This design comes from an exercise in tuning for small area, a short achievable clock period and few clock cycles per item on the open sky130 flow, not from production work. Where RTL was checked, it was by simulation tests only, not by an equivalence proof against the original. For runs 2 to 4, only the layout was checked, not whether the RTL still works. Power and IR drop assume default switching activity. No driver is modelled on the clock port, so clocking that relies on it looks cheaper here than on a real chip.

--- flow/config.mk ---
export PLATFORM = sky130hd
export DESIGN_NAME = deque_top
export DESIGN_NICKNAME = deque_top
export VERILOG_FILES = /design/flow/design.v
export SDC_FILE = /design/flow/constraint.sdc
export NUM_CORES = 4
export LEC_CHECK = 0
export CAP_MARGIN = 20
export CORE_MARGIN = 2
export CORE_UTILIZATION = 40
export SLEW_MARGIN = 20
--- flow/constraint.sdc ---
create_clock -name core_clock -period 5.0 [get_ports {clk}]
set_input_delay 1.0000 -clock core_clock [delete_from_list [all_inputs] [get_ports {clk}]]
set_output_delay 1.0000 -clock core_clock [all_outputs]
set_load 0.01 [all_outputs]
--- flow/design.v ---
package deq_pkg;
  localparam int DEF_CAPACITY   = 16;
  localparam int DEF_DATA_WIDTH = 32;
  localparam int VALUE_W        = 32;
  localparam int COUNT_W        = 5;
  typedef enum logic [1:0] {
    ACT_PUSH_FRONT = 2'd0,
    ACT_PUSH_BACK  = 2'd1,
    ACT_POP_FRONT  = 2'd2,
    ACT_POP_BACK   = 2'd3
  } action_t;
  typedef enum logic [1:0] {
    STAT_OK    = 2'd0,
    STAT_EMPTY = 2'd1,
    STAT_FULL  = 2'd2
  } status_t;
  typedef enum logic {
    ST_IDLE = 1'b0,
    ST_RESP = 1'b1
  } state_t;
  typedef struct packed {
    action_t              action;
    logic [VALUE_W-1:0]   data_in;
  } cmd_t;
  typedef struct packed {
    logic [VALUE_W-1:0]   popped_value;
    status_t              status;
    logic [COUNT_W-1:0]   entry_count;
    logic                 is_empty;
    logic [VALUE_W-1:0]   front_value;
    logic [VALUE_W-1:0]   back_value;
  } res_t;
endpackage
module deq_ram #(
  parameter int WIDTH = 32,
  parameter int DEPTH = 16
) (
  input  logic                     clk,
  input  logic                     we,
  input  logic [$clog2(DEPTH)-1:0] waddr,
  input  logic [WIDTH-1:0]         wdata,
  input  logic [$clog2(DEPTH)-1:0] raddr,
  output logic [WIDTH-1:0]         rdata
);
  logic [WIDTH-1:0] mem [DEPTH];
  always_ff @(posedge clk) begin
    if (we) begin
      mem[waddr] <= wdata;
    end
    rdata <= mem[raddr];
  end
endmodule
module double_ended_queue #(
  parameter int CAPACITY   = deq_pkg::DEF_CAPACITY,
  parameter int DATA_WIDTH = deq_pkg::DEF_DATA_WIDTH
) (
  input  logic           clk,
  input  logic           rst,
  input  logic           start,
  output logic           busy,
  input  logic [33:0]    cmd_bits,
  output logic           done,
  output logic [103:0]   result_bits
);
  localparam int N  = CAPACITY;
  localparam int W  = DATA_WIDTH;
  localparam int CW = $clog2(CAPACITY + 1);
  deq_pkg::cmd_t cmd;
  deq_pkg::res_t result;
  assign cmd         = cmd_bits;
  assign result_bits = result;
  logic          cv;
  logic [1:0]    cact;
  logic [W-1:0]  cdat;
  logic          rst_q;
  logic [W-1:0]  mem [N];
  logic [N-1:0]  head_oh;    
  logic [N-1:0]  tail_oh;    
  logic [CW-1:0] count;
  logic          is_empty;
  logic          is_full;
  logic          is_one;
  logic [W-1:0]  front_q;    
  logic [W-1:0]  back_q;     
  logic          done_q;
  logic [W-1:0]  popped_q;
  logic [1:0]    stat_q;
  logic          push_f, push_b, pop_f, pop_b;
  logic          do_pf, do_pb, do_qf, do_qb;
  logic [W-1:0]  rd_front;   
  logic [W-1:0]  rd_back;    
  logic [N-1:0]  we;
  assign push_f = (cact == deq_pkg::ACT_PUSH_FRONT);
  assign push_b = (cact == deq_pkg::ACT_PUSH_BACK);
  assign pop_f  = (cact == deq_pkg::ACT_POP_FRONT);
  assign pop_b  = (cact == deq_pkg::ACT_POP_BACK);
  assign do_pf = cv && push_f && !is_full;
  assign do_pb = cv && push_b && !is_full;
  assign do_qf = cv && pop_f && !is_empty;
  assign do_qb = cv && pop_b && !is_empty;
  always_comb begin
    rd_front = '0;
    rd_back  = '0;
    for (int i = 0; i < N; i++) begin
      rd_front = rd_front | ({W{head_oh[(i+N-1)%N]}} & mem[i]);
      rd_back  = rd_back  | ({W{tail_oh[(i+1)%N]}}   & mem[i]);
      we[i]    = (do_pf && head_oh[(i+1)%N]) || (do_pb && tail_oh[(i+N-1)%N]);
    end
  end
  always_ff @(posedge clk) begin
    for (int i = 0; i < N; i++) begin
      if (we[i]) begin
        mem[i] <= cdat;
      end
    end
  end
  always_ff @(posedge clk) begin
    cv     <= start && !rst;
    done_q <= cv && !rst;
    rst_q  <= rst;
    cact   <= cmd.action;
    cdat   <= cmd.data_in;
  end
  always_ff @(posedge clk) begin
    if (rst_q) begin
      head_oh  <= {{(N-1){1'b0}}, 1'b1};
      tail_oh  <= {1'b1, {(N-1){1'b0}}};
      count    <= '0;
      is_empty <= 1'b1;
      is_full  <= 1'b0;
      is_one   <= 1'b0;
      front_q  <= '0;
      back_q   <= '0;
    end else begin
      if (do_pf) begin
        head_oh <= {head_oh[0], head_oh[N-1:1]};
      end else if (do_qf) begin
        head_oh <= {head_oh[N-2:0], head_oh[N-1]};
      end
      if (do_pb) begin
        tail_oh <= {tail_oh[N-2:0], tail_oh[N-1]};
      end else if (do_qb) begin
        tail_oh <= {tail_oh[0], tail_oh[N-1:1]};
      end
      if (do_pf || do_pb) begin
        count    <= count + 1'b1;
        is_empty <= 1'b0;
        is_full  <= (count == CW'(N - 1));
        is_one   <= is_empty;
      end else if (do_qf || do_qb) begin
        count    <= count - 1'b1;
        is_empty <= is_one;
        is_full  <= 1'b0;
        is_one   <= (count == CW'(2));
      end
      if (do_pf || (do_pb && is_empty)) begin
        front_q <= cdat;
      end else if (do_qf) begin
        front_q <= is_one ? '0 : rd_front;
      end else if (do_qb && is_one) begin
        front_q <= '0;
      end
      if (do_pb || (do_pf && is_empty)) begin
        back_q <= cdat;
      end else if (do_qb) begin
        back_q <= is_one ? '0 : rd_back;
      end else if (do_qf && is_one) begin
        back_q <= '0;
      end
    end
  end
  always_ff @(posedge clk) begin
    popped_q <= pop_f ? front_q : (pop_b ? back_q : '0);
    if (push_f || push_b) begin
      stat_q <= is_full ? deq_pkg::STAT_FULL : deq_pkg::STAT_OK;
    end else begin
      stat_q <= is_empty ? deq_pkg::STAT_EMPTY : deq_pkg::STAT_OK;
    end
  end
  always_comb begin
    busy                = 1'b0;
    done                = done_q;
    result.popped_value = popped_q;
    result.status       = deq_pkg::status_t'(stat_q);
    result.entry_count  = count;
    result.is_empty     = is_empty;
    result.front_value  = front_q;
    result.back_value   = back_q;
  end
endmodule
module deque_top (
  input  logic        clk,
  input  logic        rst,
  input  logic        start,
  output logic        busy,
  input  logic [1:0]  cmd_action,
  input  logic [31:0] cmd_data,
  output logic        done,
  output logic [31:0] res_popped,
  output logic [1:0]  res_status,
  output logic [4:0]  res_count,
  output logic        res_empty,
  output logic [31:0] res_front,
  output logic [31:0] res_back
);
  deq_pkg::cmd_t cmd;
  deq_pkg::res_t result;
  assign cmd.action  = deq_pkg::action_t'(cmd_action);
  assign cmd.data_in = cmd_data;
  double_ended_queue u_deq (
    .clk         (clk),
    .rst         (rst),
    .start       (start),
    .busy        (busy),
    .cmd_bits    (cmd),
    .done        (done),
    .result_bits (result)
  );
  assign res_popped = result.popped_value;
  assign res_status = result.status;
  assign res_count  = result.entry_count;
  assign res_empty  = result.is_empty;
  assign res_front  = result.front_value;
  assign res_back   = result.back_value;
endmodule
--- flow/run.sh ---
#!/bin/bash
# synth_recipe.tcl (not shown) runs the flow's synth.tcl, then flattens the netlist and writes it again
# the make line also repeats each setting of config.mk as NAME=value (left out here)
make -C /OpenROAD-flow-scripts/flow DESIGN_CONFIG=/design/flow/config.mk WORK_HOME=/design/flow/orfs CLKGATE_MAP_FILE= SYNTH_SCRIPT=/design/flow/synth_recipe.tcl finish
==> results of run 1 <==
Yosys cell counts, drive strengths merged:
cell     instances  area, um2
a31oi            1      6.260
nor2            28      107.6
nand2           71      269.0
ha               3      37.54
fa               1      20.02
and4            65      569.3
nor4             4      25.02
o221ai          31      290.3
o21ai           35      175.2
xnor2            2      17.52
o211a            1      10.01
buf            103      561.8
and2b            1      7.510
inv             37      138.9
nor4bb           1      10.01
a221oi         258       2260
and4b            1      10.01
a21oi           32      160.2
mux2i           52      520.5
nor2b           35      219.0
nand2b           2      12.51
o21ba            1      10.01
or3              1      6.260
o2bb2ai          1      8.760
a311o            1      10.01
conb             1      3.750
clkbuf          74      279.0
nor3b            1      18.77
a211o            1      8.760
a211oi           5      37.54
o211ai           2      15.01
a22oi           59      442.9
nor3             3      26.28
dfxtp          175       3503
a21o             2      15.01
and2             2      12.51
and4bb           1      12.51
a22o           256       2242
a32oi            1      8.760
nor4b            1      23.77
nand3            1      5.000
edfxtp         512      15370
stage by stage:
stage / hold WS (ps) / util
floorplan: 506.4 / -
finish: 523.9 / 0.4700
CTS: 525.1 / 0.4697
global route: 533.2 / 0.4700
detailed placement: 516.8 / 0.4353
global placement: 511.2 / 0.4353
worst min-delay path: stages, from the launching register on:
cell     delay, ps
dfxtp_1        350
nand2_1         70
a21oi_1         50
registers in the layout, summed over array words and instances, names as in the netlist:
| name | flops |
|---|---|
| u_deq.back_q | 32 |
| u_deq.is_empty | 1 |
| u_deq.is_full | 1 |
| u_deq.cdat | 32 |
| u_deq.mem | 512 |
| u_deq.stat_q | 2 |
| u_deq.front_q | 32 |
| u_deq.done_q | 1 |
| u_deq.is_one | 1 |
| u_deq.tail_oh | 16 |
| u_deq.count | 5 |
| u_deq.popped_q | 32 |
| u_deq.cv | 1 |
| u_deq.cact | 2 |
| u_deq.rst_q | 1 |
| u_deq.head_oh | 16 |
layer usage:
layer	share of wire	GRT usage
met1	0.38	0.3571
met2	0.44	0.4103
met3	0.12	0.06063
met4	0.053	0.1441
met5	0	0
worst paths after layout:
| kind | slack, ps | to | depth (start not counted) |
|---|---|---|---|
| hold reg to reg | 520 | u_deq.count[2] | 2 |
| setup / recovery | 1730 | u_deq.mem[9][26] | 4 |
| hold / removal | 520 | u_deq.count[2] | 2 |
| setup reg to reg | 1730 | u_deq.mem[9][26] | 4 |
area by class of cell:
| class | instances | share of cell area |
|---|---|---|
| timing repair buffer | 200 | 0.05811 |
| tap | 882 | 0.03435 |
| clock buffer | 96 | 0.06278 |
| sequential | 687 | 0.5878 |
| clock inverter | 39 | 0.01044 |
| inverter | 37 | 0.004323 |
| multi-input combinational | 964 | 0.2421 |
| antenna | 1 | 0.00007790 |
power groups by stage:
stage	registers [mW]	logic [mW]	clock network, mW
2_1_floorplan	6.38	0.206	0
3_3_place_gp	6.43	0.382	0
3_5_place_dp	6.43	0.386	0
4_1_cts	6.31	0.388	5.45
5_1_grt	6.32	0.414	5.66
6_report	6.31	0.393	5.39
cells by family after synthesis:
family                     share of synthesized area
AOI/OAI and AO/OA                             0.2073
adders and majority gates                   0.002094
buffers and inverters                        0.03563
DFF                                           0.6867
muxes                                        0.01893
and+or+nand+nor                              0.04856
xor gates and xnor gates                   0.0006373
other                                      0.0001364
==> flow_summary.html, run 1 <==
<table>
<tr><th>Metric</th><th>Value</th></tr>
<tr><th colspan="2">Flow run</th></tr>
<tr><td>Max Cap Viol</td><td>0</td></tr>
<tr><th colspan="2">Floorplanning</th></tr>
<tr><td>Core area</td><td>approximately 68,000 um2</td></tr>
<tr><td>DIE AREA</td><td>a little over 70,000 um2</td></tr>
<tr><td>Height of the chip</td><td>266.2 um</td></tr>
<tr><td>Top-level I/O count</td><td>143</td></tr>
<tr><td>Chip width</td><td>approximately 270 um</td></tr>
<tr><td>Count of standard-cell rows</td><td>96</td></tr>
<tr><td>Initial Utilization</td><td>0.4023</td></tr>
<tr><th colspan="2">Logic synthesis</th></tr>
<tr><td>Post-Synthesis Mean Instance Area</td><td>14.74 um2</td></tr>
<tr><td>Count of warnings emitted by yosys</td><td>2</td></tr>
<tr><td>Post-synth design cell area</td><td>27,490 um2</td></tr>
<tr><td>Share of synthesized area occupied by flip-flops and latches</td><td>0.6867</td></tr>
<tr><td>Unique masters post-synth</td><td>52</td></tr>
<tr><td>Cell count after synthesis</td><td>1,865</td></tr>
<tr><td>Count of state elements after synthesis</td><td>a little under 700</td></tr>
<tr><td>Net Count, Synth</td><td>1,906</td></tr>
<tr><th colspan="2">Pwr</th></tr>
<tr><td>Power, Total</td><td>12.09 mW</td></tr>
<tr><td>Switching pwr</td><td>approximately 2.6 mW</td></tr>
<tr><td>Internal</td><td>approximately 9.5 mW</td></tr>
<tr><td>Pwr per Cell Area</td><td>376.4 nW/um2</td></tr>
<tr><td>Clock share of power</td><td>0.445</td></tr>
<tr><td>Share of power burned in combinational logic</td><td>0.032</td></tr>
<tr><td>Flop pwr share</td><td>0.522</td></tr>
<tr><td>Maximum vdd ir drop</td><td>between 0.2 and 0.25 mV</td></tr>
<tr><td>Static Leak</td><td>10.12 nW</td></tr>
<tr><td>Sw frac</td><td>0.2167</td></tr>
<tr><th colspan="2">CTS</th></tr>
<tr><td>Post CTS Setup Buffer Count</td><td>0</td></tr>
<tr><td>Count of hold buffers inserted by post-cts repair</td><td>0</td></tr>
<tr><td>Clock tree from TritonCTS</td><td>yes</td></tr>
<tr><td>Number of buffers on the longest clock path</td><td>3</td></tr>
<tr><td>Number of buffers inserted during clock tree synthesis</td><td>74</td></tr>
<tr><td>H-tree lvl count</td><td>3</td></tr>
<tr><td>Clock transition time at the flip-flop clock pins of the worst setup and hold paths</td><td>60 ps</td></tr>
<tr><td>Worst skew pair latency</td><td>between 600 and 700 ps</td></tr>
<tr><td>Sinks on the clock net</td><td>687</td></tr>
<tr><td>Root buffer cell</td><td>clkbuf_16</td></tr>
<tr><td>Number of gates resized after CTS</td><td>0</td></tr>
<tr><th colspan="2">Setup path</th></tr>
<tr><td>Maximum fanout count along the critical path</td><td>22</td></tr>
<tr><td>Worst path bufs/invs</td><td>2</td></tr>
<tr><td>Worst Setup Path Type</td><td>reg2reg</td></tr>
<tr><td>Worst endpoint required time</td><td>between 5000 and 6000 ps</td></tr>
<tr><td>Largest delay share family, worst path</td><td>simple AND/OR/NAND/NOR gates</td></tr>
<tr><td>Slowest CP cell</td><td>nor2_4</td></tr>
<tr><td>Origin of the worst setup path</td><td>u_deq.cv</td></tr>
<tr><td>Kind of start point of the critical path</td><td>flip-flop</td></tr>
<tr><td>Ordered cell list for the critical path</td><td>nor3b_4, inv_2, nor2_4, buf_4</td></tr>
<tr><td>Data arrival time of the worst path</td><td>3560 ps</td></tr>
<tr><td>Critical Path End Type</td><td>flip-flop</td></tr>
<tr><td>R2R Path Start</td><td>u_deq.cv</td></tr>
<tr><td>Slowest cell delay on critical path</td><td>950 ps</td></tr>
<tr><th colspan="2">Final layout</th></tr>
<tr><td>Commonest non-fill, non-tap cell in the layout</td><td>edfxtp_1</td></tr>
<tr><td>Area growth from synthesis to layout</td><td>16.85%</td></tr>
<tr><td>NumNets Final</td><td>between 2,000 and 2,500</td></tr>
<tr><td>Filler cell count</td><td>5,787</td></tr>
<tr><td>Total area of multi-input combinational cells</td><td>7776 um2</td></tr>
<tr><td>Post-route non-filler standard cell count</td><td>2,906</td></tr>
<tr><td>Most frequent cells in the layout</td><td>edfxtp_1 (512), a221oi_1 (258), a22o_1 (256)</td></tr>
<tr><td>Post-route standard cell area excluding fillers</td><td>32,120 um2</td></tr>
<tr><td>Fraction of layout cells with a size suffix above 1</td><td>0.09639</td></tr>
<tr><td>Flip-flop and latch area</td><td>18,880 um2</td></tr>
<tr><th colspan="2">STA</th></tr>
<tr><td>Highest attainable clock frequency</td><td>306.1 MHz</td></tr>
<tr><td>Post-Route Skew</td><td>37.02 ps</td></tr>
<tr><td>Actual transition at the worst max-transition pin</td><td>1175 ps</td></tr>
<tr><td>Pins Over Slew Limit</td><td>0</td></tr>
<tr><td>Number of hold violations in the final report</td><td>0</td></tr>
<tr><td>Final-report setup violation count</td><td>0</td></tr>
<tr><td>Crit path setup slack, layout</td><td>approximately 1700 ps</td></tr>
<tr><td>Setup Total Neg Slack</td><td>0 ps</td></tr>
<tr><td>Normalized max-slew margin</td><td>0.2151</td></tr>
<tr><td>Period Utilization, post-route</td><td>0.6534</td></tr>
<tr><td>Final critical path time including I/O delays and setup</td><td>3267 ps</td></tr>
<tr><td>Setup repair after global routing missed its margin</td><td>false</td></tr>
<tr><th colspan="2">Placement</th></tr>
<tr><td>Dpl cells</td><td>2,769</td></tr>
<tr><td>Number of input and output port buffers inserted</td><td>141</td></tr>
<tr><td>GPL Wtd Cong</td><td>0.8591</td></tr>
<tr><td>Hpwl dp</td><td>51,120 um</td></tr>
<tr><td>Worst setup timing slack at the placement stage</td><td>1836 ps</td></tr>
<tr><td>Placed cell area</td><td>roughly 30,000 um2</td></tr>
<tr><th colspan="2">Global routing</th></tr>
<tr><td>First-pass GRT wire length</td><td>137,300 um</td></tr>
<tr><td>Global-route usage over all layers</td><td>0.2687</td></tr>
<tr><td>Global route overflow</td><td>0</td></tr>
<tr><td>Number of global-route vias before repair</td><td>19,320</td></tr>
<tr><td>Antenna violations before repair</td><td>2</td></tr>
<tr><td>Pin count of the biggest net entering global routing</td><td>38</td></tr>
<tr><th colspan="2">Drt</th></tr>
<tr><td>Pre-antenna DRT Iters</td><td>6</td></tr>
<tr><td>Via density per instance</td><td>6.946</td></tr>
<tr><td>Post-route ant nets</td><td>0</td></tr>
<tr><td>Routed wire length</td><td>97,530 um</td></tr>
<tr><td>Routed WL per cell</td><td>33.56 um</td></tr>
<tr><td>Overall via count from detail_route</td><td>20,190</td></tr>
<tr><td>DRC violations left</td><td>0</td></tr>
<tr><td>Starting DRC count in detailed routing</td><td>3,286</td></tr>
<tr><th colspan="2">Worst hold path</th></tr>
<tr><td>Hold Path Origin</td><td>u_deq.count[2]</td></tr>
<tr><td>Worst hold path class</td><td>reg2reg</td></tr>
<tr><th colspan="2">Outcome</th></tr>
<tr><td>Status</td><td>complete, no violations</td></tr>
</table>
Testbench counts, summed over its fixed seeds: cycles 8,016, items 8,000.
==> inputs of run 2 (changes only) <==
--- a/flow/design.v
+++ b/flow/design.v
@@ -62,7 +62,7 @@
   output logic           done,
   output logic [103:0]   result_bits
 );
-  localparam int N  = CAPACITY;
+  localparam int M  = CAPACITY - 2;
   localparam int W  = DATA_WIDTH;
   localparam int CW = $clog2(CAPACITY + 1);
   deq_pkg::cmd_t cmd;
@@ -72,14 +72,17 @@
   logic          cv;
   logic [1:0]    cact;
   logic [W-1:0]  cdat;
-  logic          rst_q;
-  logic [W-1:0]  mem [N];
-  logic [N-1:0]  head_oh;    
-  logic [N-1:0]  tail_oh;    
+  assign cv   = start;
+  assign cact = cmd.action;
+  assign cdat = cmd.data_in;
+  logic [W-1:0]  mem [M];
+  logic [M-1:0]  ih_oh;      
+  logic [M-1:0]  it_oh;      
   logic [CW-1:0] count;
-  logic          is_empty;
-  logic          is_full;
-  logic          is_one;
+  logic          is_empty;   
+  logic          is_one;     
+  logic          is_two;     
+  logic          is_full;    
   logic [W-1:0]  front_q;    
   logic [W-1:0]  back_q;     
   logic          done_q;
@@ -87,9 +90,11 @@
   logic [1:0]    stat_q;
   logic          push_f, push_b, pop_f, pop_b;
   logic          do_pf, do_pb, do_qf, do_qb;
-  logic [W-1:0]  rd_front;   
-  logic [W-1:0]  rd_back;    
-  logic [N-1:0]  we;
+  logic          many;       
+  logic [W-1:0]  rd_first;
+  logic [W-1:0]  rd_last;
+  logic [W-1:0]  wdata;
+  logic [M-1:0]  we;
   assign push_f = (cact == deq_pkg::ACT_PUSH_FRONT);
   assign push_b = (cact == deq_pkg::ACT_PUSH_BACK);
   assign pop_f  = (cact == deq_pkg::ACT_POP_FRONT);
@@ -98,72 +103,73 @@
   assign do_pb = cv && push_b && !is_full;
   assign do_qf = cv && pop_f && !is_empty;
   assign do_qb = cv && pop_b && !is_empty;
+  assign many  = !is_empty && !is_one;
+  assign wdata = push_f ? front_q : back_q;
   always_comb begin
-    rd_front = '0;
-    rd_back  = '0;
-    for (int i = 0; i < N; i++) begin
-      rd_front = rd_front | ({W{head_oh[(i+N-1)%N]}} & mem[i]);
-      rd_back  = rd_back  | ({W{tail_oh[(i+1)%N]}}   & mem[i]);
-      we[i]    = (do_pf && head_oh[(i+1)%N]) || (do_pb && tail_oh[(i+N-1)%N]);
-    end
-  end
-  always_ff @(posedge clk) begin
-    for (int i = 0; i < N; i++) begin
+    rd_first = '0;
+    rd_last  = '0;
+    for (int i = 0; i < M; i++) begin
+      rd_first = rd_first | ({W{ih_oh[i]}} & mem[i]);
+      rd_last  = rd_last  | ({W{it_oh[i]}} & mem[i]);
+      we[i]    = many && ((do_pf && ih_oh[(i+1)%M]) || (do_pb && it_oh[(i+M-1)%M]));
+    end
+  end
+  always_ff @(posedge clk) begin
+    for (int i = 0; i < M; i++) begin
       if (we[i]) begin
-        mem[i] <= cdat;
-      end
-    end
-  end
-  always_ff @(posedge clk) begin
-    cv     <= start && !rst;
-    done_q <= cv && !rst;
-    rst_q  <= rst;
-    cact   <= cmd.action;
-    cdat   <= cmd.data_in;
-  end
-  always_ff @(posedge clk) begin
-    if (rst_q) begin
-      head_oh  <= {{(N-1){1'b0}}, 1'b1};
-      tail_oh  <= {1'b1, {(N-1){1'b0}}};
+        mem[i] <= wdata;
+      end
+    end
+  end
+  always_ff @(posedge clk) begin
+    done_q <= start && !rst;
+  end
+  always_ff @(posedge clk) begin
+    if (rst) begin
+      ih_oh    <= {{(M-1){1'b0}}, 1'b1};
+      it_oh    <= {1'b1, {(M-1){1'b0}}};
       count    <= '0;
       is_empty <= 1'b1;
+      is_one   <= 1'b0;
+      is_two   <= 1'b0;
       is_full  <= 1'b0;
-      is_one   <= 1'b0;
       front_q  <= '0;
       back_q   <= '0;
     end else begin
-      if (do_pf) begin
-        head_oh <= {head_oh[0], head_oh[N-1:1]};
-      end else if (do_qf) begin
-        head_oh <= {head_oh[N-2:0], head_oh[N-1]};
-      end
-      if (do_pb) begin
-        tail_oh <= {tail_oh[N-2:0], tail_oh[N-1]};
-      end else if (do_qb) begin
-        tail_oh <= {tail_oh[0], tail_oh[N-1:1]};
+      if (do_pf && many) begin
+        ih_oh <= {ih_oh[0], ih_oh[M-1:1]};
+      end else if (do_qf && !is_one && !is_two) begin
+        ih_oh <= {ih_oh[M-2:0], ih_oh[M-1]};
+      end
+      if (do_pb && many) begin
+        it_oh <= {it_oh[M-2:0], it_oh[M-1]};
+      end else if (do_qb && !is_one && !is_two) begin
+        it_oh <= {it_oh[0], it_oh[M-1:1]};
       end
       if (do_pf || do_pb) begin
         count    <= count + 1'b1;
         is_empty <= 1'b0;
-        is_full  <= (count == CW'(N - 1));
         is_one   <= is_empty;
+        is_two   <= is_one;
+        is_full  <= (count == CW'(CAPACITY - 1));
       end else if (do_qf || do_qb) begin
         count    <= count - 1'b1;
         is_empty <= is_one;
+        is_one   <= is_two;
+        is_two   <= (count == CW'(3));
         is_full  <= 1'b0;
-        is_one   <= (count == CW'(2));
       end
       if (do_pf || (do_pb && is_empty)) begin
         front_q <= cdat;
       end else if (do_qf) begin
-        front_q <= is_one ? '0 : rd_front;
+        front_q <= is_one ? '0 : (is_two ? back_q : rd_first);
       end else if (do_qb && is_one) begin
         front_q <= '0;
       end
       if (do_pb || (do_pf && is_empty)) begin
         back_q <= cdat;
       end else if (do_qb) begin
-        back_q <= is_one ? '0 : rd_back;
+        back_q <= is_one ? '0 : (is_two ? front_q : rd_last);
       end else if (do_qf && is_one) begin
         back_q <= '0;
       end
--- a/flow/config.mk
+++ b/flow/config.mk
@@ -8,4 +8,5 @@
 export CAP_MARGIN = 20
 export CORE_MARGIN = 2
 export CORE_UTILIZATION = 40
+export SETUP_SLACK_MARGIN = 2.6
 export SLEW_MARGIN = 20
==> flow_summary.html, run 2 <==
<table>
<tr><th>Metric</th><th>Value</th></tr>
<tr><th colspan="2">Floorplanning</th></tr>
<tr><td>Height of the chip</td><td>~250 um</td></tr>
<tr><td>Initial Utilization</td><td>0.4046</td></tr>
<tr><td>DIE AREA</td><td>63,050 um2</td></tr>
<tr><td>Chip width</td><td>251.1 um</td></tr>
<tr><td>Core area</td><td>60,360 um2</td></tr>
<tr><td>Count of standard-cell rows</td><td>90</td></tr>
<tr><td>Top-level I/O count</td><td>143</td></tr>
<tr><th colspan="2">STA</th></tr>
<tr><td>Normalized max-slew margin</td><td>0.1484</td></tr>
<tr><td>Actual transition at the worst max-transition pin</td><td>1276 ps</td></tr>
<tr><td>Setup repair after global routing missed its margin</td><td>true</td></tr>
<tr><td>Crit path setup slack, layout</td><td>2572 ps</td></tr>
<tr><td>Final critical path time including I/O delays and setup</td><td>2428 ps</td></tr>
<tr><td>Final-report setup violation count</td><td>0</td></tr>
<tr><td>Post-Route Skew</td><td>24.92 ps</td></tr>
<tr><td>Setup Total Neg Slack</td><td>0 ps</td></tr>
<tr><td>Highest attainable clock frequency</td><td>~410 MHz</td></tr>
<tr><td>Period Utilization, post-route</td><td>0.4855</td></tr>
<tr><td>Pins Over Slew Limit</td><td>0</td></tr>
<tr><td>Number of hold violations in the final report</td><td>0</td></tr>
<tr><th colspan="2">Logic synthesis</th></tr>
<tr><td>Share of synthesized area occupied by flip-flops and latches</td><td>0.6623</td></tr>
<tr><td>Net Count, Synth</td><td>between 1,500 and 2,000</td></tr>
<tr><td>Cell type contributing the most total cell area after synthesis</td><td>edfxtp_1</td></tr>
<tr><td>Dominant cell by count in the synthesized netlist</td><td>edfxtp_1</td></tr>
<tr><td>Cell count after synthesis</td><td>approximately 1,800</td></tr>
<tr><td>Count of warnings emitted by yosys</td><td>2</td></tr>
<tr><td>Fraction of registers with async set/reset</td><td>0</td></tr>
<tr><td>Post-Synthesis Mean Instance Area</td><td>roughly 14 um2</td></tr>
<tr><td>Predominant post-synthesis flop cell</td><td>edfxtp_1</td></tr>
<tr><td>Commonest cells post-synth</td><td>edfxtp_1 (448), a22oi_1 (411), clkbuf_1 (139)</td></tr>
<tr><td>Xor/xnor cell area share of the yosys netlist</td><td>0.0007172</td></tr>
<tr><td>Unique masters post-synth</td><td>53</td></tr>
<tr><td>Share of cell area taken by muxes after synthesis</td><td>0.02787</td></tr>
<tr><td>Post-synthesis share of cell area spent on full adders, half adders and majority gates</td><td>0.002357</td></tr>
<tr><td>Simple-gate share of the synthesized area</td><td>0.05302</td></tr>
<tr><td>Count of state elements after synthesis</td><td>584</td></tr>
<tr><td>Number of enable flip-flop cells after synthesis</td><td>448</td></tr>
<tr><td>Top cells by area in the synthesized netlist</td><td>edfxtp_1 (55%), a22oi_1 (13%), dfxtp_1 (11%)</td></tr>
<tr><td>Compound-Gate Fraction of Synth Area</td><td>0.2214</td></tr>
<tr><td>Post-synth design cell area</td><td>24,420 um2</td></tr>
<tr><td>Post-synth top area share</td><td>0.5508</td></tr>
<tr><td>Combinational family with the most area after synthesis</td><td>compound AO/OA/AOI/OAI gates</td></tr>
<tr><th colspan="2">Pwr</th></tr>
<tr><td>Maximum vdd ir drop</td><td>0.2204 mV</td></tr>
<tr><td>Pwr per Cell Area</td><td>355.0 nW/um2</td></tr>
<tr><td>Power, Total</td><td>10.63 mW</td></tr>
<tr><td>Static Leak</td><td>10.14 nW</td></tr>
<tr><th colspan="2">Final layout</th></tr>
<tr><td>Largest register FFs</td><td>448</td></tr>
<tr><td>Antenna diode count</td><td>0</td></tr>
<tr><td>Commonest non-fill, non-tap cell in the layout</td><td>edfxtp_1</td></tr>
<tr><td>Filler cell count</td><td>between 5,000 and 6,000</td></tr>
<tr><td>Fraction of layout cells with a size suffix above 1</td><td>0.1677</td></tr>
<tr><td>Area growth from synthesis to layout</td><td>22.54%</td></tr>
<tr><td>NumNets Final</td><td>1,990</td></tr>
<tr><td>Reg with most FFs</td><td>u_deq.mem</td></tr>
<tr><td>Most frequent cells in the layout</td><td>edfxtp_1 (448), a22oi_1 (411), dlygate4sd2_1 (104)</td></tr>
<tr><td>Post-Route Utilization</td><td>0.4959</td></tr>
<tr><th colspan="2">Worst hold path</th></tr>
<tr><td>Hold Path Origin</td><td>u_deq.count[2]</td></tr>
<tr><td>Worst hold path class</td><td>reg2reg</td></tr>
<tr><td>Min-Delay Path Depth</td><td>2</td></tr>
<tr><td>Sink of the worst hold path</td><td>u_deq.count[2]</td></tr>
<tr><th colspan="2">CTS</th></tr>
<tr><td>Clock tree from TritonCTS</td><td>yes</td></tr>
<tr><td>Sinks on the clock net</td><td>584</td></tr>
<tr><td>Count of hold buffers inserted by post-cts repair</td><td>0</td></tr>
<tr><td>H-tree lvl count</td><td>3</td></tr>
<tr><td>Clock transition time at the flip-flop clock pins of the worst setup and hold paths</td><td>60 ps</td></tr>
<tr><td>Worst skew pair latency</td><td>610 ps</td></tr>
<tr><td>Root buffer cell</td><td>clkbuf_16</td></tr>
<tr><td>Number of buffers inserted during clock tree synthesis</td><td>66</td></tr>
<tr><td>Number of buffers on the longest clock path</td><td>3</td></tr>
<tr><th colspan="2">Setup path</th></tr>
<tr><td>R2r worst-path depth</td><td>5</td></tr>
<tr><td>Worst reg2reg setup slack</td><td>2570 ps</td></tr>
<tr><td>Critical Path End Type</td><td>flip-flop</td></tr>
<tr><td>Maximum fanout count along the critical path</td><td>21</td></tr>
<tr><td>Data arrival time of the worst path</td><td>2960 ps</td></tr>
<tr><td>Slowest CP cell</td><td>dfxtp_1</td></tr>
<tr><td>R2R Path Start</td><td>u_deq.ih_oh[2]</td></tr>
<tr><td>Worst flop-to-flop path endpoint</td><td>u_deq.front_q[3]</td></tr>
<tr><td>Worst endpoint required time</td><td>5530 ps</td></tr>
<tr><td>Ordered cell list for the critical path</td><td>buf_4, a22oi_1, nand4_1, o221ai_1, o21ai_1</td></tr>
<tr><td>Kind of start point of the critical path</td><td>flip-flop</td></tr>
<tr><td>Slowest cell delay on critical path</td><td>1120 ps</td></tr>
<tr><td>Worst Setup Path Type</td><td>reg2reg</td></tr>
<tr><th colspan="2">Global routing</th></tr>
<tr><td>Met1 usage in global routing</td><td>0.3669</td></tr>
<tr><td>Global route overflow</td><td>0</td></tr>
<tr><td>First-pass GRT wire length</td><td>131,900 um</td></tr>
<tr><td>Global-route usage over all layers</td><td>0.2831</td></tr>
<tr><td>GR Layer Usage met3</td><td>0.08387</td></tr>
<tr><td>Busiest metal layer after global routing</td><td>met2</td></tr>
<tr><td>Pin count of the biggest net entering global routing</td><td>89</td></tr>
<tr><td>Antenna violations before repair</td><td>0</td></tr>
<tr><td>Number of global-route vias before repair</td><td>between 15,000 and 20,000</td></tr>
<tr><td>Global Route met2 Usage</td><td>0.4382</td></tr>
<tr><th colspan="2">Drt</th></tr>
<tr><td>Overall via count from detail_route</td><td>between 15,000 and 20,000</td></tr>
<tr><td>Post-route ant nets</td><td>0</td></tr>
<tr><td>Starting DRC count in detailed routing</td><td>between 3,000 and 4,000</td></tr>
<tr><td>DRC violations left</td><td>0</td></tr>
<tr><td>Routed wire length</td><td>91,780 um</td></tr>
<tr><td>Routed WL per cell</td><td>roughly 33 um</td></tr>
<tr><td>Pre-antenna DRT Iters</td><td>9</td></tr>
<tr><td>Via density per instance</td><td>7.079</td></tr>
<tr><th colspan="2">Outcome</th></tr>
<tr><td>Status</td><td>complete, no violations</td></tr>
<tr><th colspan="2">Placement</th></tr>
<tr><td>Number of input and output port buffers inserted</td><td>about 140</td></tr>
<tr><td>Hpwl dp</td><td>48,850 um</td></tr>
<tr><td>GPL Wtd Cong</td><td>roughly 0.89</td></tr>
<tr><td>Worst setup timing slack at the placement stage</td><td>815.0 ps</td></tr>
<tr><th colspan="2">Flow run</th></tr>
<tr><td>Max Cap Viol</td><td>0</td></tr>
</table>
## run 2: cell count changes after synthesis, moves of 66 or more
cell      previous run  this run
a221oi_1           258         2
a22oi_1             59       411
clkbuf_1            73       139
a22o_1             256        14
## run 2: routing by layer
layer / vias to the layer above / routed length, um
li1: 7908 / -
met1: 9763 / 34350
met2: 1698 / 41570
met3: 311 / 11730
met4: 0 / 4122
met5: - / 0
## run 2: layout make-up
class | count | area (um2) | area share
clock buffer | 90 | 1842 | 0.06154
clock inverter | 27 | 245.2 | 0.008194
inverter | 8 | 32.53 | 0.001087
multi-input combinational | 1041 | 7973 | 0.2664
sequential | 584 | 16230 | 0.5423
tap | 782 | 978.4 | 0.03269
timing repair buffer | 248 | 2629 | 0.08783
## run 2: worst max path at each step
stage / startpoint / to / slack (ps) / cells after the start
2_1_floorplan: cmd_action[0] / u_deq.mem[1][0] / 2380 / 5
3_3_place_gp: start / u_deq.mem[7][14] / 900 / 5
3_5_place_dp: start / u_deq.mem[13][11] / 820 / 5
4_1_cts: u_deq.count[0] / res_count[0] / 2600 / 1
5_1_grt: cmd_action[0] / u_deq.mem[5][30] / 2600 / 6
6_report: u_deq.ih_oh[2] / u_deq.front_q[3] / 2570 / 5
## run 2: timing repair
item,CTS,global route
pin swaps,16,3
gates cloned,18,1
setup endpoints to repair,970,673
setup buffers,54,10
endpoints found under the hold margin,0,0
gates resized for setup,171,6
## run 2: cell families (layout without fill, tap and decap cells)
group	after synthesis	in the layout
compound gates	729	744
flops	584	584
simple gates	222	226
buf+inv	188	373
mux	64	64
fa+ha+maj	4	4
xor+xnor	2	2
other cells	1	1
## run 2: worst max-delay path: cells and delay by family (launching register included)
family                 cells  cell delay, ps
DFF                        1            1120
buffers and inverters      1             550
AOI/OAI and AO/OA          3             520
and+or+nand+nor            1             140
## run 2: power breakdown
| part | internal, mW | switching, mW | leakage (nW) | total, mW |
|---|---|---|---|---|
| clock network | 2.75 | 1.99 | 1.02 | 4.73 |
| registers | 5.29 | 0.0683 | 5.21 | 5.36 |
| logic | 0.200 | 0.337 | 3.91 | 0.537 |
## run 2: per-stage QoR
step	hold slack [ps]	cell area, um2	std cells
2_1_floorplan	504.6	24590	1794
3_3_place_gp	516.4	26550	2580
3_5_place_dp	507.0	26560	2580
4_1_cts	511.0	29760	2769
5_1_grt	530.8	29930	2780
6_report	513.8	29930	2780
==> inputs of run 3 (changes only) <==
--- a/flow/design.v
+++ b/flow/design.v
@@ -91,8 +91,8 @@
   logic          push_f, push_b, pop_f, pop_b;
   logic          do_pf, do_pb, do_qf, do_qb;
   logic          many;       
-  logic [W-1:0]  rd_first;
-  logic [W-1:0]  rd_last;
+  logic [M-1:0]  rsel;       
+  logic [W-1:0]  rd;
   logic [W-1:0]  wdata;
   logic [M-1:0]  we;
   assign push_f = (cact == deq_pkg::ACT_PUSH_FRONT);
@@ -106,11 +106,10 @@
   assign many  = !is_empty && !is_one;
   assign wdata = push_f ? front_q : back_q;
   always_comb begin
-    rd_first = '0;
-    rd_last  = '0;
+    rsel = cact[0] ? it_oh : ih_oh;
+    rd   = '0;
     for (int i = 0; i < M; i++) begin
-      rd_first = rd_first | ({W{ih_oh[i]}} & mem[i]);
-      rd_last  = rd_last  | ({W{it_oh[i]}} & mem[i]);
+      rd   = rd | ({W{rsel[i]}} & mem[i]);
       we[i]    = many && ((do_pf && ih_oh[(i+1)%M]) || (do_pb && it_oh[(i+M-1)%M]));
     end
   end
@@ -162,14 +161,14 @@
       if (do_pf || (do_pb && is_empty)) begin
         front_q <= cdat;
       end else if (do_qf) begin
-        front_q <= is_one ? '0 : (is_two ? back_q : rd_first);
+        front_q <= is_one ? '0 : (is_two ? back_q : rd);
       end else if (do_qb && is_one) begin
         front_q <= '0;
       end
       if (do_pb || (do_pf && is_empty)) begin
         back_q <= cdat;
       end else if (do_qb) begin
-        back_q <= is_one ? '0 : (is_two ? front_q : rd_last);
+        back_q <= is_one ? '0 : (is_two ? front_q : rd);
       end else if (do_qf && is_one) begin
         back_q <= '0;
       end
--- a/flow/config.mk
+++ b/flow/config.mk
@@ -8,5 +8,7 @@
 export CAP_MARGIN = 20
 export CORE_MARGIN = 2
 export CORE_UTILIZATION = 40
+export CTS_BUF_LIST = sky130_fd_sc_hd__clkbuf_4 sky130_fd_sc_hd__clkbuf_8
+export CTS_CLUSTER_SIZE = 30
 export SETUP_SLACK_MARGIN = 2.6
 export SLEW_MARGIN = 20
==> flow_summary.html, run 3 <==
<table>
<tr><th>Metric</th><th>Value</th></tr>
<tr><th colspan="2">Outcome</th></tr>
<tr><td>Status</td><td>complete, no violations</td></tr>
<tr><th colspan="2">Pwr</th></tr>
<tr><td>Internal</td><td>7.749 mW</td></tr>
<tr><td>Clock share of power</td><td>0.400</td></tr>
<tr><td>Power, Total</td><td>10.11 mW</td></tr>
<tr><td>Flop pwr share</td><td>0.531</td></tr>
<tr><td>Switching pwr</td><td>2.359 mW</td></tr>
<tr><td>Sw frac</td><td>0.2333</td></tr>
<tr><td>Static Leak</td><td>10.33 nW</td></tr>
<tr><td>Maximum vdd ir drop</td><td>0.2119 mV</td></tr>
<tr><td>Share of power burned in combinational logic</td><td>0.069</td></tr>
<tr><td>Pwr per Cell Area</td><td>357.8 nW/um2</td></tr>
<tr><th colspan="2">CTS</th></tr>
<tr><td>Clock tree from TritonCTS</td><td>yes</td></tr>
<tr><td>Root buffer cell</td><td>clkbuf_8</td></tr>
<tr><td>Count of hold buffers inserted by post-cts repair</td><td>0</td></tr>
<tr><td>H-tree lvl count</td><td>3</td></tr>
<tr><td>Worst skew pair latency</td><td>680 ps</td></tr>
<tr><td>Number of buffers on the longest clock path</td><td>3</td></tr>
<tr><td>Sinks on the clock net</td><td>584</td></tr>
<tr><td>Clock transition time at the flip-flop clock pins of the worst setup and hold paths</td><td>60 ps</td></tr>
<tr><td>Number of buffers inserted during clock tree synthesis</td><td>91</td></tr>
<tr><th colspan="2">Placement</th></tr>
<tr><td>Dpl cells</td><td>2,292</td></tr>
<tr><td>Number of input and output port buffers inserted</td><td>141</td></tr>
<tr><td>GPL Wtd Cong</td><td>~0.78</td></tr>
<tr><td>Worst setup timing slack at the placement stage</td><td>1022 ps</td></tr>
<tr><td>Hpwl dp</td><td>between 30,000 and 40,000 um</td></tr>
<tr><th colspan="2">Floorplanning</th></tr>
<tr><td>Initial Utilization</td><td>0.4031</td></tr>
<tr><td>Core area</td><td>56,170 um2</td></tr>
<tr><td>DIE AREA</td><td>58,520 um2</td></tr>
<tr><td>Top-level I/O count</td><td>143</td></tr>
<tr><td>Count of standard-cell rows</td><td>87</td></tr>
<tr><td>Height of the chip</td><td>roughly 240 um</td></tr>
<tr><td>Chip width</td><td>between 200 and 250 um</td></tr>
<tr><th colspan="2">STA</th></tr>
<tr><td>Actual transition at the worst max-transition pin</td><td>992.8 ps</td></tr>
<tr><td>Post-Route Skew</td><td>38.67 ps</td></tr>
<tr><td>Pins Over Slew Limit</td><td>0</td></tr>
<tr><td>Period Utilization, post-route</td><td>0.4750</td></tr>
<tr><td>Number of hold violations in the final report</td><td>0</td></tr>
<tr><td>Final-report setup violation count</td><td>0</td></tr>
<tr><td>Normalized max-slew margin</td><td>0.3381</td></tr>
<tr><td>Setup repair after global routing missed its margin</td><td>false</td></tr>
<tr><td>Final critical path time including I/O delays and setup</td><td>2375 ps</td></tr>
<tr><td>Highest attainable clock frequency</td><td>421.0 MHz</td></tr>
<tr><td>Setup Total Neg Slack</td><td>0 ps</td></tr>
<tr><td>Crit path setup slack, layout</td><td>2625 ps</td></tr>
<tr><th colspan="2">Global routing</th></tr>
<tr><td>Number of global-route vias before repair</td><td>around 15,000</td></tr>
<tr><td>Global-route usage over all layers</td><td>0.2504</td></tr>
<tr><td>First-pass GRT wire length</td><td>107,200 um</td></tr>
<tr><td>Pin count of the biggest net entering global routing</td><td>85</td></tr>
<tr><td>Antenna violations before repair</td><td>1</td></tr>
<tr><td>Global route overflow</td><td>0</td></tr>
<tr><th colspan="2">Setup path</th></tr>
<tr><td>Worst endpoint required time</td><td>4000 ps</td></tr>
<tr><td>Slowest CP cell</td><td>dfxtp_2</td></tr>
<tr><td>Worst Setup Path Type</td><td>reg2out</td></tr>
<tr><td>Largest delay share family, worst path</td><td>flip-flops</td></tr>
<tr><td>Critical Path End Type</td><td>output pin</td></tr>
<tr><td>Ordered cell list for the critical path</td><td>dlygate4sd2_1</td></tr>
<tr><td>Slowest cell delay on critical path</td><td>a little over 400 ps</td></tr>
<tr><td>Maximum fanout count along the critical path</td><td>5</td></tr>
<tr><td>Worst reg2reg setup slack</td><td>2680 ps</td></tr>
<tr><td>Kind of start point of the critical path</td><td>flip-flop</td></tr>
<tr><td>Data arrival time of the worst path</td><td>1380 ps</td></tr>
<tr><td>Worst path bufs/invs</td><td>1</td></tr>
<tr><th colspan="2">Final layout</th></tr>
<tr><td>Filler cell count</td><td>4,706</td></tr>
<tr><td>Post-route non-filler standard cell count</td><td>2,557</td></tr>
<tr><td>Area growth from synthesis to layout</td><td>24.77%</td></tr>
<tr><td>Most frequent cells in the layout</td><td>edfxtp_1 (448), a22oi_1 (225), nor2b_1 (99), clkbuf_8 (99), dlygate4sd2_1 (87)</td></tr>
<tr><td>Largest register FFs</td><td>~450</td></tr>
<tr><td>Fraction of layout cells with a size suffix above 1</td><td>0.2344</td></tr>
<tr><td>NumNets Final</td><td>~1,800</td></tr>
<tr><td>Post-Route Utilization</td><td>0.5029</td></tr>
<tr><td>Reg with most FFs</td><td>u_deq.mem</td></tr>
<tr><td>Commonest non-fill, non-tap cell in the layout</td><td>edfxtp_1</td></tr>
<tr><th colspan="2">Logic synthesis</th></tr>
<tr><td>Share of cell area taken by muxes after synthesis</td><td>0.05101</td></tr>
<tr><td>Post-synth top area share</td><td>0.5942</td></tr>
<tr><td>Post-synth design cell area</td><td>~23,000 um2</td></tr>
<tr><td>Share of synthesized area occupied by flip-flops and latches</td><td>0.7144</td></tr>
<tr><td>Dominant cell by count in the synthesized netlist</td><td>edfxtp_1</td></tr>
<tr><td>Count of warnings emitted by yosys</td><td>2</td></tr>
<tr><td>Xor/xnor cell area share of the yosys netlist</td><td>0.0007737</td></tr>
<tr><td>Cell count after synthesis</td><td>1,485</td></tr>
<tr><td>Count of state elements after synthesis</td><td>584</td></tr>
<tr><td>Post-Synthesis Mean Instance Area</td><td>15.25 um2</td></tr>
<tr><td>Combinational family with the most area after synthesis</td><td>compound AO/OA/AOI/OAI gates</td></tr>
<tr><td>Predominant post-synthesis flop cell</td><td>edfxtp_1</td></tr>
<tr><td>Fraction of registers with async set/reset</td><td>0</td></tr>
<tr><td>Commonest cells post-synth</td><td>edfxtp_1 (448), a22oi_1 (225), dfxtp_1 (136)</td></tr>
<tr><td>Net Count, Synth</td><td>1,526</td></tr>
<tr><td>Unique masters post-synth</td><td>47</td></tr>
<tr><td>Cell type contributing the most total cell area after synthesis</td><td>edfxtp_1</td></tr>
<tr><td>Simple-gate share of the synthesized area</td><td>0.06488</td></tr>
<tr><td>Number of enable flip-flop cells after synthesis</td><td>448</td></tr>
<tr><td>Compound-Gate Fraction of Synth Area</td><td>0.1390</td></tr>
<tr><td>Post-synthesis share of cell area spent on full adders, half adders and majority gates</td><td>0.002542</td></tr>
<tr><td>Top cells by area in the synthesized netlist</td><td>edfxtp_1 (59%), dfxtp_1 (12%), a22oi_1 (7.5%)</td></tr>
<tr><th colspan="2">Drt</th></tr>
<tr><td>Pre-antenna DRT Iters</td><td>8</td></tr>
<tr><td>DRC violations left</td><td>0</td></tr>
<tr><td>Overall via count from detail_route</td><td>15,630</td></tr>
<tr><td>Via density per instance</td><td>roughly 6.1</td></tr>
<tr><td>Routed wire length</td><td>74,920 um</td></tr>
<tr><td>Starting DRC count in detailed routing</td><td>1,923</td></tr>
<tr><td>Post-route ant nets</td><td>0</td></tr>
<tr><td>Routed WL per cell</td><td>29.30 um</td></tr>
<tr><th colspan="2">Worst hold path</th></tr>
<tr><td>Worst hold path class</td><td>reg2reg</td></tr>
<tr><th colspan="2">Flow run</th></tr>
<tr><td>Max Cap Viol</td><td>0</td></tr>
</table>
==> run 3: cell types whose count changed in the layout (fill, tap and decap cells not counted), sizes merged, moves of 32 or more <==
cell and delta:
a21oi -42, o32ai +64, nor2b +65, a22oi -186
o21ai -64, a222oi -32, clkbuf +52, nor2 +59
o221ai -64
==> run 3: logic make-up (layout without fill, tap and decap cells) <==
| logic type | count (synthesis) | after routing |
|---|---|---|
| other | 1 | 2 |
| flip-flops | 584 | 584 |
| XOR/XNOR | 2 | 2 |
| adder cells (fa/ha/maj) | 4 | 4 |
| multiplexers | 107 | 109 |
| AND/OR/NAND/NOR | 263 | 265 |
| AO/OA/AOI/OAI | 410 | 424 |
| buffers and inverters | 114 | 411 |
==> run 3: power by group through the flow <==
stage | sequential, mW | clock (mW) | combinational (mW)
4_1_cts | 5.37 | 4.07 | 0.674
3_3_place_gp | 5.45 | 0 | 0.649
6_report | 5.37 | 4.04 | 0.698
2_1_floorplan | 5.45 | 0 | 0.362
3_5_place_dp | 5.46 | 0 | 0.664
5_1_grt | 5.37 | 4.29 | 0.740
==> run 3: path summary, 6_finish.rpt <==
check	start	to	cells after the start
min reg2reg	u_deq.count[1]	u_deq.count[1]	2
max reg2reg	u_deq.it_oh[4]	u_deq.back_q[14]	6
min	u_deq.count[1]	u_deq.count[1]	2
max	u_deq.back_q[30]	res_back[30]	1
==> run 3: layout make-up <==
cell class	count	area [um2]	share of cell area
Sequential cell	584	16250	0.5753
Multi-Input combinational cell	805	6420	0.2273
Timing Repair Buffer	243	2796	0.09899
Clock buffer	138	1649	0.05838
Tap cell	756	945.9	0.03348
Clock inverter	25	160.2	0.005669
Inverter	5	23.77	0.0008415
Antenna cell	1	2.502	0.00008858
==> run 3: what timing repair did <==
action / CTS / global route
endpoints found under the setup margin: 647 / 400
cloned: 17 / 1
buffers inserted: 78 / 5
gates resized for setup: 229 / 35
pin swaps: 17 / 4
==> run 3: per-stage QoR <==
| stage | hold WS, ps | cell area [um2] |
|---|---|---|
| 3_5_place_dp | 543.1 | 24690 |
| 2_1_floorplan | 502.9 | 22820 |
| 4_1_cts | 546.3 | 28130 |
| 3_3_place_gp | 538.4 | 24690 |
| 5_1_grt | 579.9 | 28250 |
| 6_report | 554.5 | 28250 |
==> run 3: layer usage <==
| metal | track usage | vias to the layer above | part of all wire |
|---|---|---|---|
| li1 | - | 6578 | - |
| met1 | 0.3328 | 7865 | 0.39 |
| met2 | 0.4016 | 1019 | 0.46 |
| met3 | 0.04974 | 172 | 0.11 |
| met4 | 0.1069 | 0 | 0.040 |
| met5 | 0 | - | 0 |
==> inputs of run 4 (changes only) <==
==> flow/flow/run.sh (new file) <==
#!/bin/bash
# Standard ORFS layout with two changes: ports get a plain buffer cell, and
# CTS builds larger sink clusters without dummy loads.
set -euo pipefail
export BUFFER_PORTS_ARGS="-buffer_cell sky130_fd_sc_hd__buf_2"
export CTS_ARGS="-sink_clustering_enable -repair_clock_nets -dont_use_dummy_load -buf_list {sky130_fd_sc_hd__clkbuf_8 sky130_fd_sc_hd__clkbuf_16} -sink_clustering_size 30 -sink_clustering_max_diameter 100"
bash standard.sh > standard.log 2>&1
==> flow/standard.sh (new file) <==
#!/bin/bash
# synth_recipe.tcl (not shown) runs the flow's synth.tcl, then flattens the netlist and writes it again
# the make line also repeats each setting of config.mk as NAME=value (left out here)
make -C /OpenROAD-flow-scripts/flow DESIGN_CONFIG=/design/flow/config.mk WORK_HOME=/design/flow/orfs CLKGATE_MAP_FILE= SYNTH_SCRIPT=/design/flow/synth_recipe.tcl "${@:-finish}"
--- a/flow/config.mk
+++ b/flow/config.mk
@@ -8,7 +8,5 @@
 export CAP_MARGIN = 20
 export CORE_MARGIN = 2
 export CORE_UTILIZATION = 40
-export CTS_BUF_LIST = sky130_fd_sc_hd__clkbuf_4 sky130_fd_sc_hd__clkbuf_8
-export CTS_CLUSTER_SIZE = 30
-export SETUP_SLACK_MARGIN = 2.6
+export SETUP_SLACK_MARGIN = 3.0
 export SLEW_MARGIN = 20
removed: flow/run.sh
==> flow_summary.html, run 4 <==
<table>
<tr><th>Metric</th><th>Value</th></tr>
<tr><th colspan="2">Placement</th></tr>
<tr><td>Number of input and output port buffers inserted</td><td>141</td></tr>
<tr><td>GPL Wtd Cong</td><td>0.8027</td></tr>
<tr><td>Dpl cells</td><td>2,282</td></tr>
<tr><td>Hpwl dp</td><td>34,990 um</td></tr>
<tr><th colspan="2">Final layout</th></tr>
<tr><td>Filler cell count</td><td>4,485</td></tr>
<tr><td>Post-Route Utilization</td><td>0.5201</td></tr>
<tr><td>Reg with most FFs</td><td>u_deq.mem</td></tr>
<tr><td>Post-route non-filler standard cell count</td><td>2,544</td></tr>
<tr><td>Area growth from synthesis to layout</td><td>29.02%</td></tr>
<tr><td>Commonest non-fill, non-tap cell in the layout</td><td>edfxtp_1</td></tr>
<tr><td>Largest register FFs</td><td>around 450</td></tr>
<tr><td>Fraction of layout cells with a size suffix above 1</td><td>0.3671</td></tr>
<tr><td>NumNets Final</td><td>roughly 1,800</td></tr>
<tr><td>Most frequent cells in the layout</td><td>edfxtp_1 (448), a22oi_1 (205), buf_4 (126)</td></tr>
<tr><th colspan="2">Logic synthesis</th></tr>
<tr><td>Cell type contributing the most total cell area after synthesis</td><td>edfxtp_1</td></tr>
<tr><td>Number of enable flip-flop cells after synthesis</td><td>~450</td></tr>
<tr><td>Top cells by area in the synthesized netlist</td><td>edfxtp_1 (59%), dfxtp_1 (12%), a22oi_1 (7.5%)</td></tr>
<tr><td>Post-synth design cell area</td><td>22,640 um2</td></tr>
<tr><td>Fraction of registers with async set/reset</td><td>0</td></tr>
<tr><td>Dominant cell by count in the synthesized netlist</td><td>edfxtp_1</td></tr>
<tr><td>Post-Synthesis Mean Instance Area</td><td>15.25 um2</td></tr>
<tr><td>Share of synthesized area occupied by flip-flops and latches</td><td>0.7144</td></tr>
<tr><td>Count of state elements after synthesis</td><td>slightly below 600</td></tr>
<tr><td>Net Count, Synth</td><td>1,526</td></tr>
<tr><td>Count of warnings emitted by yosys</td><td>2</td></tr>
<tr><td>Cell count after synthesis</td><td>about 1,500</td></tr>
<tr><td>Commonest cells post-synth</td><td>edfxtp_1 (448), a22oi_1 (225), dfxtp_1 (136)</td></tr>
<tr><td>Unique masters post-synth</td><td>47</td></tr>
<tr><td>Post-synth top area share</td><td>0.5942</td></tr>
<tr><td>Predominant post-synthesis flop cell</td><td>edfxtp_1</td></tr>
<tr><th colspan="2">STA</th></tr>
<tr><td>Number of hold violations in the final report</td><td>0</td></tr>
<tr><td>Highest attainable clock frequency</td><td>457.2 MHz</td></tr>
<tr><td>Final critical path time including I/O delays and setup</td><td>2187 ps</td></tr>
<tr><td>Final-report setup violation count</td><td>0</td></tr>
<tr><td>Actual transition at the worst max-transition pin</td><td>880.3 ps</td></tr>
<tr><td>Setup repair after global routing missed its margin</td><td>true</td></tr>
<tr><td>Period Utilization, post-route</td><td>0.4374</td></tr>
<tr><td>Pins Over Slew Limit</td><td>0</td></tr>
<tr><td>Normalized max-slew margin</td><td>0.4132</td></tr>
<tr><td>Setup Total Neg Slack</td><td>0 ps</td></tr>
<tr><td>Post-Route Skew</td><td>approximately 43 ps</td></tr>
<tr><td>Worst Hold Slack</td><td>604.1 ps</td></tr>
<tr><th colspan="2">Drt</th></tr>
<tr><td>Highest routed layer</td><td>met5</td></tr>
<tr><td>Routed wire length</td><td>83,580 um</td></tr>
<tr><td>Overall via count from detail_route</td><td>16,530</td></tr>
<tr><td>DRC violations left</td><td>0</td></tr>
<tr><td>Via density per instance</td><td>between 6 and 7</td></tr>
<tr><td>Met3 routed WL</td><td>10,310 um</td></tr>
<tr><td>Pre-antenna DRT Iters</td><td>8</td></tr>
<tr><td>Met2 routed WL</td><td>36,950 um</td></tr>
<tr><td>Post-route ant nets</td><td>0</td></tr>
<tr><td>Routed WL per cell</td><td>approximately 33 um</td></tr>
<tr><td>Starting DRC count in detailed routing</td><td>2,897</td></tr>
<tr><td>Wire length on met1</td><td>around 32,000 um</td></tr>
<tr><th colspan="2">Pwr</th></tr>
<tr><td>Power, Total</td><td>8.558 mW</td></tr>
<tr><td>Static Leak</td><td>10.55 nW</td></tr>
<tr><td>Pwr per Cell Area</td><td>between 200 and 300 nW/um2</td></tr>
<tr><td>Maximum vdd ir drop</td><td>about 0.24 mV</td></tr>
<tr><th colspan="2">Setup path</th></tr>
<tr><td>Kind of start point of the critical path</td><td>flip-flop</td></tr>
<tr><td>Worst path bufs/invs</td><td>1</td></tr>
<tr><td>Slowest CP cell</td><td>dfxtp_1</td></tr>
<tr><td>Worst endpoint required time</td><td>roughly 5400 ps</td></tr>
<tr><td>Worst Setup Path Type</td><td>reg2reg</td></tr>
<tr><td>R2R Path Start</td><td>u_deq.it_oh[5]</td></tr>
<tr><td>Maximum fanout count along the critical path</td><td>8</td></tr>
<tr><td>Origin of the worst setup path</td><td>u_deq.it_oh[5]</td></tr>
<tr><td>Largest delay share family, worst path</td><td>flip-flops</td></tr>
<tr><td>Critical Path End Type</td><td>flip-flop</td></tr>
<tr><td>Slowest cell delay on critical path</td><td>about 550 ps</td></tr>
<tr><td>Ordered cell list for the critical path</td><td>mux2_8, buf_12, a222oi_1, nand3_1, nor2_4, o32ai_1</td></tr>
<tr><td>Data arrival time of the worst path</td><td>2610 ps</td></tr>
<tr><th colspan="2">CTS</th></tr>
<tr><td>Number of buffers inserted during clock tree synthesis</td><td>23</td></tr>
<tr><td>Sinks on the clock net</td><td>584</td></tr>
<tr><td>Clock transition time at the flip-flop clock pins of the worst setup and hold paths</td><td>120 ps</td></tr>
<tr><td>H-tree lvl count</td><td>1</td></tr>
<tr><td>Root buffer cell</td><td>clkbuf_16</td></tr>
<tr><td>Count of hold buffers inserted by post-cts repair</td><td>0</td></tr>
<tr><td>Worst skew pair latency</td><td>580 ps</td></tr>
<tr><td>Clock tree from TritonCTS</td><td>yes</td></tr>
<tr><td>Number of buffers on the longest clock path</td><td>3</td></tr>
<tr><th colspan="2">Floorplanning</th></tr>
<tr><td>Height of the chip</td><td>241.9 um</td></tr>
<tr><td>Count of standard-cell rows</td><td>87</td></tr>
<tr><td>Initial Utilization</td><td>0.4031</td></tr>
<tr><td>Top-level I/O count</td><td>between 100 and 150</td></tr>
<tr><td>DIE AREA</td><td>58,520 um2</td></tr>
<tr><td>Core area</td><td>56,170 um2</td></tr>
<tr><td>Chip width</td><td>241.9 um</td></tr>
<tr><th colspan="2">Outcome</th></tr>
<tr><td>Status</td><td>complete, no violations</td></tr>
<tr><th colspan="2">Worst hold path</th></tr>
<tr><td>Worst hold path class</td><td>reg2reg</td></tr>
<tr><td>Hold Path Origin</td><td>u_deq.is_full</td></tr>
<tr><th colspan="2">Flow run</th></tr>
<tr><td>Max Cap Viol</td><td>0</td></tr>
<tr><th colspan="2">Global routing</th></tr>
<tr><td>Pin count of the biggest net entering global routing</td><td>approximately 100</td></tr>
<tr><td>Global-route usage over all layers</td><td>0.2655</td></tr>
<tr><td>First-pass GRT wire length</td><td>about 110,000 um</td></tr>
<tr><td>Number of global-route vias before repair</td><td>15,210</td></tr>
<tr><td>Antenna violations before repair</td><td>3</td></tr>
<tr><td>Global route overflow</td><td>0</td></tr>
</table>
-- run 4: metal layers --
metal,vias up,track usage
met4,6,0.1097
met2,1211,0.4020
met1,8438,0.3667
met5,-,0
met3,226,0.06514
li1,6646,-
-- run 4: repair_timing --
item / 4_1_cts / 5_1_grt
endpoints found under the setup margin: 1097 / 433
pin swaps: 54 / 44
gates resized for setup: 336 / 62
cloned: 40 / 7
setup buffers: 153 / 37
-- run 4: metrics by stage --
step / setup WS [ps] / cell area [um2]
floorplan: 2462 / 23160
global route: 2806 / 29210
global placement: 1371 / 24130
finish: 2813 / 29210
CTS: 2892 / 28370
detailed placement: 1329 / 24130
-- run 4: worst register-to-register path, stage by stage, from the launching register on --
cell	delay [ps]
dfxtp_1	550
mux2_8	500
buf_12	180
a222oi_1	280
nand3_1	230
nor2_4	180
o32ai_1	100
-- run 4: worst paths after layout --
| check | cells after the start | endpoint | slack [ps] |
|---|---|---|---|
| setup / recovery | 6 | u_deq.front_q[20] | 2810 |
| hold / removal | 2 | u_deq.is_full | 600 |
| setup reg to reg | 6 | u_deq.front_q[20] | 2810 |
| hold reg to reg | 2 | u_deq.is_full | 600 |
-- run 4: final cells by class --
cell class              count  area, um2  area share
repair buffers            350       3939      0.1348
clock buffers              23      575.6     0.01970
diodes                      1      2.502  0.00008566
inverters                   5      26.28   0.0008994
well taps                 756      945.9     0.03238
flip-flops and latches    584      16440      0.5628
multi-input cells         825       7282      0.2493
-- run 4: logic make-up (layout without fill, tap and decap cells) --
logic type | after synthesis | after routing | synth area share
other | 1 | 2 | 0.0001656
AOI/OAI and AO/OA | 410 | 426 | 0.1390
buffers and inverters | 114 | 378 | 0.02719
xor gates and xnor gates | 2 | 2 | 0.0007738
adders and majority gates | 4 | 4 | 0.002542
muxes | 107 | 127 | 0.05101
DFF | 584 | 584 | 0.7144
and+or+nand+nor | 263 | 265 | 0.06488
-- run 4: power by group --
group	internal, mW	total (mW)	leakage (nW)	switching, mW
combinational	0.400	0.942	4.91	0.542
sequential	5.27	5.35	5.36	0.0754
clock	0.834	2.27	0.283	1.44
total	6.50	8.56	10.6	2.05

-- separate check: timing with driven ports --
In the flow no input, the clock included, has a driving cell. The finished layouts below were timed again as built, in two steps. Step 1: set_driving_cell puts a clkbuf_16 on clk and a buf_2 on each other input, an assumption about the parent block. Step 2 moves the port delays by t, midway between the first and last clock arrival at a register: inputs arrive t later, outputs are due t later. That takes back most of the time a late clock gives input paths. Slacks: no drivers / after step 1 / after step 2; pairs: no drivers / after step 1.
| run | t (ns) | setup WS [ns] | worst hold slack (ns) | worst setup path after step 2 | worst slew at a driven data input, ns |
|---|---|---|---|---|---|
| run 1 | 0.671 | 1.733 / 1.733 / 1.733 | 0.524 / 0.524 / 0.524 | register to register | 0.07 |
| run 2 | 0.656 | 2.572 / 2.572 / 1.993 | 0.514 / 0.514 / 0.514 | input to register | 0.04 |
| run 3 | 0.718 | 2.625 / 2.573 / 1.889 | 0.555 / 0.555 / 0.555 | input to register | 0.08 |
| run 4 | 0.635 | 2.813 / 2.503 / 1.869 | 0.604 / 0.592 / 0.604 | input to register | 0.44 |
After both steps every run listed still meets setup and hold. For run 4, which loses most, drivers alone change the setup slack by -0.310 ns; drivers and shift together by -0.944 ns.
